This design comes from an exercise in tuning for small area, a short achievable clock period and few clock cycles per item on the open sky130 flow, not from production work. Power is estimated from default activity; no workload was simulated.

== v3 ==
==> flow/design.v (excerpt) <==
module cache_mem_arbiter #(
  parameter int LINE_ADDR_LEN = cache_pkg::LINE_ADDR_LEN_DEF,
  parameter int ADDR_W        = 32
) (
  input  logic                           clk,
  input  logic                           rst_n,
  input  logic                           i_req,
  input  logic                           i_we,
  input  logic [ADDR_W-1:0]              i_addr,
  input  logic [32*(1<<LINE_ADDR_LEN)-1:0] i_wline,
  output logic [32*(1<<LINE_ADDR_LEN)-1:0] i_rline,
  output logic                           i_done,
  input  logic                           d_req,
  input  logic                           d_we,
  input  logic [ADDR_W-1:0]              d_addr,
  input  logic [32*(1<<LINE_ADDR_LEN)-1:0] d_wline,
  output logic [32*(1<<LINE_ADDR_LEN)-1:0] d_rline,
  output logic                           d_done,
  output logic                           mem_req,
  output logic                           mem_we,
  output logic [ADDR_W-1:0]              mem_addr,
  output logic [31:0]                    mem_wdata,
  input  logic [31:0]                    mem_rdata,
  input  logic                           mem_ready,
  output logic [31:0]                    i_served_cnt,
  output logic [31:0]                    d_served_cnt
);
Size: roughly 3700 cells after synthesis, roughly 870 flip-flops, about 1300 I/O pins.
==> module cache_mem_arbiter, before the edit <==
module cache_mem_arbiter #(
  parameter int LINE_ADDR_LEN = cache_pkg::LINE_ADDR_LEN_DEF,
  parameter int ADDR_W        = 32
) (
  input  logic                           clk,
  input  logic                           rst_n,
  input  logic                           i_req,
  input  logic                           i_we,
  input  logic [ADDR_W-1:0]              i_addr,
  input  logic [32*(1<<LINE_ADDR_LEN)-1:0] i_wline,
  output logic [32*(1<<LINE_ADDR_LEN)-1:0] i_rline,
  output logic                           i_done,
  input  logic                           d_req,
  input  logic                           d_we,
  input  logic [ADDR_W-1:0]              d_addr,
  input  logic [32*(1<<LINE_ADDR_LEN)-1:0] d_wline,
  output logic [32*(1<<LINE_ADDR_LEN)-1:0] d_rline,
  output logic                           d_done,
  output logic                           mem_req,
  output logic                           mem_we,
  output logic [ADDR_W-1:0]              mem_addr,
  output logic [31:0]                    mem_wdata,
  input  logic [31:0]                    mem_rdata,
  input  logic                           mem_ready,
  output logic [31:0]                    i_served_cnt,
  output logic [31:0]                    d_served_cnt
);
  localparam int                       LINE_WORDS = 1 << LINE_ADDR_LEN;
  localparam int                       WORD_SH    = $clog2(cache_pkg::WORD_BYTES);
  localparam int                       OFF_BITS   = LINE_ADDR_LEN + WORD_SH;
  localparam logic [LINE_ADDR_LEN-1:0] LAST_BEAT  = {LINE_ADDR_LEN{1'b1}};
  logic                      r_act;           
  cache_pkg::req_id_t        r_owner;         
  logic                      r_we;
  logic [LINE_ADDR_LEN-1:0]  r_beat;
  logic [ADDR_W-1:OFF_BITS]  r_line;          
  logic [31:0]               r_wdata;         
  logic                      r_nxt_valid;
  cache_pkg::req_id_t        r_nxt_id;
  logic                      r_i_busy, r_d_busy;    
  logic                      r_i_done, r_d_done;
  logic [32*LINE_WORDS-1:0]  r_i_rline, r_d_rline;
  logic [31:0]               r_i_served_cnt, r_d_served_cnt;
  logic [32*(LINE_WORDS-1)-1:0] r_buf;
  logic                      w_at_last, w_last, w_free, w_gnt;
  logic                      w_gnt_valid;
  cache_pkg::req_id_t        w_gnt_id, w_owner_n;
  logic                      w_i_pend, w_d_pend;
  logic [31:0]               w_word, w_next_word;
  logic [LINE_ADDR_LEN-1:0]  w_beat_n;
  logic [32*LINE_WORDS-1:0]  w_owner_wl;
  assign w_at_last = r_act & (r_beat == LAST_BEAT);
  assign w_last    = w_at_last & mem_ready;
  assign w_free    = ~r_act | (mem_ready & (r_beat == LAST_BEAT));
  assign w_gnt     = w_free & r_nxt_valid;
  assign w_owner_n = w_gnt ? r_nxt_id : r_owner;
  assign w_i_pend = i_req & ~r_i_busy & ~(w_gnt & (r_nxt_id == cache_pkg::REQ_I));
  assign w_d_pend = d_req & ~r_d_busy & ~(w_gnt & (r_nxt_id == cache_pkg::REQ_D));
  rr_arbiter2 u_rr (
    .req         ({w_d_pend, w_i_pend}),
    .last_grant  (w_owner_n),
    .grant_valid (w_gnt_valid),
    .grant_id    (w_gnt_id)
  );
  assign w_word      = r_we ? r_wdata : mem_rdata;
  assign w_beat_n    = w_gnt ? '0 : ((r_act & mem_ready) ? r_beat + 1'b1 : r_beat);
  assign w_owner_wl  = (w_owner_n == cache_pkg::REQ_D) ? d_wline : i_wline;
  assign w_next_word = w_owner_wl[{w_beat_n, 5'd0} +: 32];
  always_ff @(posedge clk or negedge rst_n) begin
    if (!rst_n) begin
      r_act          <= 1'b0;
      r_owner        <= cache_pkg::REQ_I;
      r_beat         <= '0;
      r_nxt_valid    <= 1'b0;
      r_nxt_id       <= cache_pkg::REQ_I;
      r_i_busy       <= 1'b0;
      r_d_busy       <= 1'b0;
      r_i_done       <= 1'b0;
      r_d_done       <= 1'b0;
      r_i_rline      <= '0;
      r_d_rline      <= '0;
      r_i_served_cnt <= '0;
      r_d_served_cnt <= '0;
    end else begin
      r_act       <= w_gnt | (r_act & ~w_last);
      r_owner     <= w_owner_n;
      r_beat      <= w_beat_n;
      r_nxt_valid <= w_gnt_valid;
      r_nxt_id    <= w_gnt_id;
      r_i_busy    <= (r_i_busy & ~r_i_done) | (w_gnt & (r_nxt_id == cache_pkg::REQ_I));
      r_d_busy    <= (r_d_busy & ~r_d_done) | (w_gnt & (r_nxt_id == cache_pkg::REQ_D));
      r_i_done    <= w_last & (r_owner == cache_pkg::REQ_I);
      r_d_done    <= w_last & (r_owner == cache_pkg::REQ_D);
      if (w_last & (r_owner == cache_pkg::REQ_I)) r_i_rline <= {w_word, r_buf};
      if (w_last & (r_owner == cache_pkg::REQ_D)) r_d_rline <= {w_word, r_buf};
      r_i_served_cnt <= r_i_served_cnt + {31'd0, r_i_done};
      r_d_served_cnt <= r_d_served_cnt + {31'd0, r_d_done};
    end
  end
  always_ff @(posedge clk) begin
    r_we    <= (w_owner_n == cache_pkg::REQ_D) ? d_we : i_we;
    r_line  <= (w_owner_n == cache_pkg::REQ_D) ? d_addr[ADDR_W-1:OFF_BITS] : i_addr[ADDR_W-1:OFF_BITS];
    r_wdata <= w_next_word;
    for (int w = 0; w < LINE_WORDS - 1; w++)
      if (mem_ready && r_beat == LINE_ADDR_LEN'(w)) r_buf[32*w +: 32] <= w_word;
  end
  assign mem_req      = r_act;
  assign mem_we       = r_we;
  assign mem_addr     = {r_line, r_beat, {WORD_SH{1'b0}}};
  assign mem_wdata    = r_wdata;
  assign i_done       = r_i_done;
  assign d_done       = r_d_done;
  assign i_rline      = r_i_rline;
  assign d_rline      = r_d_rline;
  assign i_served_cnt = r_i_served_cnt;
  assign d_served_cnt = r_d_served_cnt;
endmodule
clock: 6.0 ns
lec_check: 0
abc_clock_period_in_ps: 2500
cap_margin: 20
core_area: 5 5 295 295
die_area: 0 0 300 300
setup_slack_margin: 3.6
slew_margin: 20
standard.sh (not shown) runs the stock make flow with config.mk's settings and CLKGATE_MAP_FILE= SYNTH_SCRIPT=/design/flow/synth_recipe.tcl, a recipe that flattens the netlist after the stock synthesis.
==> flow/flow/run.sh <==
#!/bin/bash
# The standard layout (standard.sh), except that the port buffers that
# buffer_ports inserts are sky130_fd_sc_hd__buf_1 cells (the resizer still sizes
# them afterwards) instead of the delay cell it picks by default, and pins may
# sit on neighbouring routing tracks so that they fit on a smaller die.
set -euo pipefail
export BUFFER_PORTS_ARGS="-buffer_cell sky130_fd_sc_hd__buf_1"
export PLACE_PINS_ARGS="-min_distance 1 -min_distance_in_tracks"
bash standard.sh finish > standard_make.log 2>&1
Setup changes, v3 to v10
-- flow/design.v --
<<< v3, line 65
  cache_pkg::req_id_t        r_owner;         
  logic                      r_we;
  logic [LINE_ADDR_LEN-1:0]  r_beat;
  logic [ADDR_W-1:OFF_BITS]  r_line;          
  logic [31:0]               r_wdata;         
>>> v10, line 65
  cache_pkg::req_id_t        r_owner;         
  logic                      r_we;
  logic [LINE_ADDR_LEN-1:0]  r_beat;          
  logic [LINE_WORDS-1:0]     r_slot;          
  logic [ADDR_W-1:OFF_BITS]  r_line;          
  logic [31:0]               r_wdata;         
<<< v3, line 80
  logic                      w_i_pend, w_d_pend;
  logic [31:0]               w_word, w_next_word;
  logic [LINE_ADDR_LEN-1:0]  w_beat_n;
  logic [32*LINE_WORDS-1:0]  w_owner_wl;
  assign w_at_last = r_act & (r_beat == LAST_BEAT);
  assign w_last    = w_at_last & mem_ready;
  assign w_free    = ~r_act | (mem_ready & (r_beat == LAST_BEAT));
  assign w_gnt     = w_free & r_nxt_valid;
  assign w_owner_n = w_gnt ? r_nxt_id : r_owner;
>>> v10, line 81
  logic                      w_i_pend, w_d_pend;
  logic [31:0]               w_word, w_next_word;
  logic [LINE_WORDS-1:0]     w_i_sel, w_d_sel;
  assign w_at_last = r_act & r_slot[LINE_WORDS-1];
  assign w_last    = w_at_last & mem_ready;
  assign w_free    = ~r_act | w_last;
  assign w_gnt     = w_free & r_nxt_valid;
  assign w_owner_n = w_gnt ? r_nxt_id : r_owner;
<<< v3, line 95
    .grant_id    (w_gnt_id)
  );
  assign w_word      = r_we ? r_wdata : mem_rdata;
  assign w_beat_n    = w_gnt ? '0 : ((r_act & mem_ready) ? r_beat + 1'b1 : r_beat);
  assign w_owner_wl  = (w_owner_n == cache_pkg::REQ_D) ? d_wline : i_wline;
  assign w_next_word = w_owner_wl[{w_beat_n, 5'd0} +: 32];
  always_ff @(posedge clk or negedge rst_n) begin
    if (!rst_n) begin
>>> v10, line 95
    .grant_id    (w_gnt_id)
  );
  assign w_word = r_we ? r_wdata : mem_rdata;
  always_comb begin
    for (int w = 0; w < LINE_WORDS; w++) begin
      if (w == 0) begin
        w_i_sel[w] = (~r_act | r_slot[LINE_WORDS-1]) & (r_nxt_id == cache_pkg::REQ_I);
        w_d_sel[w] = (~r_act | r_slot[LINE_WORDS-1]) & (r_nxt_id == cache_pkg::REQ_D);
      end else begin
        w_i_sel[w] = r_act & r_slot[w-1] & (r_owner == cache_pkg::REQ_I);
        w_d_sel[w] = r_act & r_slot[w-1] & (r_owner == cache_pkg::REQ_D);
      end
    end
    w_next_word = '0;
    for (int w = 0; w < LINE_WORDS; w++)
      w_next_word = w_next_word | ({32{w_i_sel[w]}} & i_wline[32*w +: 32])
                                | ({32{w_d_sel[w]}} & d_wline[32*w +: 32]);
  end
  always_ff @(posedge clk or negedge rst_n) begin
    if (!rst_n) begin
<<< v3, line 104
      r_owner        <= cache_pkg::REQ_I;
      r_beat         <= '0;
      r_nxt_valid    <= 1'b0;
      r_nxt_id       <= cache_pkg::REQ_I;
>>> v10, line 116
      r_owner        <= cache_pkg::REQ_I;
      r_beat         <= '0;
      r_slot         <= '0;
      r_wdata        <= '0;
      r_nxt_valid    <= 1'b0;
      r_nxt_id       <= cache_pkg::REQ_I;
<<< v3, line 117
      r_act       <= w_gnt | (r_act & ~w_last);
      r_owner     <= w_owner_n;
      r_beat      <= w_beat_n;
      r_nxt_valid <= w_gnt_valid;
      r_nxt_id    <= w_gnt_id;
>>> v10, line 131
      r_act       <= w_gnt | (r_act & ~w_last);
      r_owner     <= w_owner_n;
      if (w_gnt) begin
        r_beat <= '0;
        r_slot <= {{(LINE_WORDS-1){1'b0}}, 1'b1};
      end else if (r_act & mem_ready) begin
        r_beat <= r_beat + 1'b1;
        r_slot <= {r_slot[LINE_WORDS-2:0], r_slot[LINE_WORDS-1]};
      end
      if (~r_act | mem_ready)
        r_wdata <= w_next_word;
      r_nxt_valid <= w_gnt_valid;
      r_nxt_id    <= w_gnt_id;
<<< v3, line 131
  end
  always_ff @(posedge clk) begin
    r_we    <= (w_owner_n == cache_pkg::REQ_D) ? d_we : i_we;
    r_line  <= (w_owner_n == cache_pkg::REQ_D) ? d_addr[ADDR_W-1:OFF_BITS] : i_addr[ADDR_W-1:OFF_BITS];
    r_wdata <= w_next_word;
    for (int w = 0; w < LINE_WORDS - 1; w++)
      if (mem_ready && r_beat == LINE_ADDR_LEN'(w)) r_buf[32*w +: 32] <= w_word;
  end
  assign mem_req      = r_act;
>>> v10, line 153
  end
  always_ff @(posedge clk) begin
    r_we   <= (w_owner_n == cache_pkg::REQ_D) ? d_we : i_we;
    r_line <= (w_owner_n == cache_pkg::REQ_D) ? d_addr[ADDR_W-1:OFF_BITS] : i_addr[ADDR_W-1:OFF_BITS];
    for (int w = 0; w < LINE_WORDS - 1; w++)
      if (mem_ready && r_slot[w]) r_buf[32*w +: 32] <= w_word;
  end
  assign mem_req      = r_act;
--- outcome ---
- Average instance area after synthesis grows by a little under 10% when moving from v3 to v10.
- Summary of v10 over v3: area fraction in compound gates after synthesis dropped 1.4 points; global routing met2 resource utilization dropped 1.2 points; combinational cell fraction of total power climbed 28 points.
- Delta(flip-flop and latch count after synthesis, v10 - v3) > 0
- Post-detailed-placement half-perimeter wirelength: v10 better than v3
- [diff] static leakage power, v10 relative to v3: improvement
- Looking at worst setup slack, v10 sits above v3.
No run of this note included a check of the RTL's function; only the layout flow was run.

[re-timing with driven ports]
In the flow no input, the clock included, has a driving cell. The finished layouts below were timed again as built, in two steps. Step 1 (the two cells are an assumption about what drives the block):
set clk [get_ports {clk}]
set_driving_cell -lib_cell sky130_fd_sc_hd__clkbuf_16 $clk
set_driving_cell -lib_cell sky130_fd_sc_hd__buf_2 [delete_from_list [all_inputs] $clk]
Step 2 moves the port delays by t, midway between the first and last clock arrival at a register: inputs arrive t later, outputs are due t later. That takes back most of the time a late clock gives input paths. Slacks: ideal ports / drivers / drivers and shift; pairs: ideal ports / drivers.
run | shift t [ns] | slack for setup (ns) | worst setup path after step 2 | pins driven straight from the clock port
v3 | 0.702 | 3.239 / 3.163 / 2.461 | input to register | 1
v10 | 0.704 | 3.465 / 3.396 / 2.940 | input to register | 1
After both steps setup and hold are still met in every run listed. For v3, which loses most, drivers alone change the setup slack by -0.076 ns; drivers and shift together by -0.778 ns.
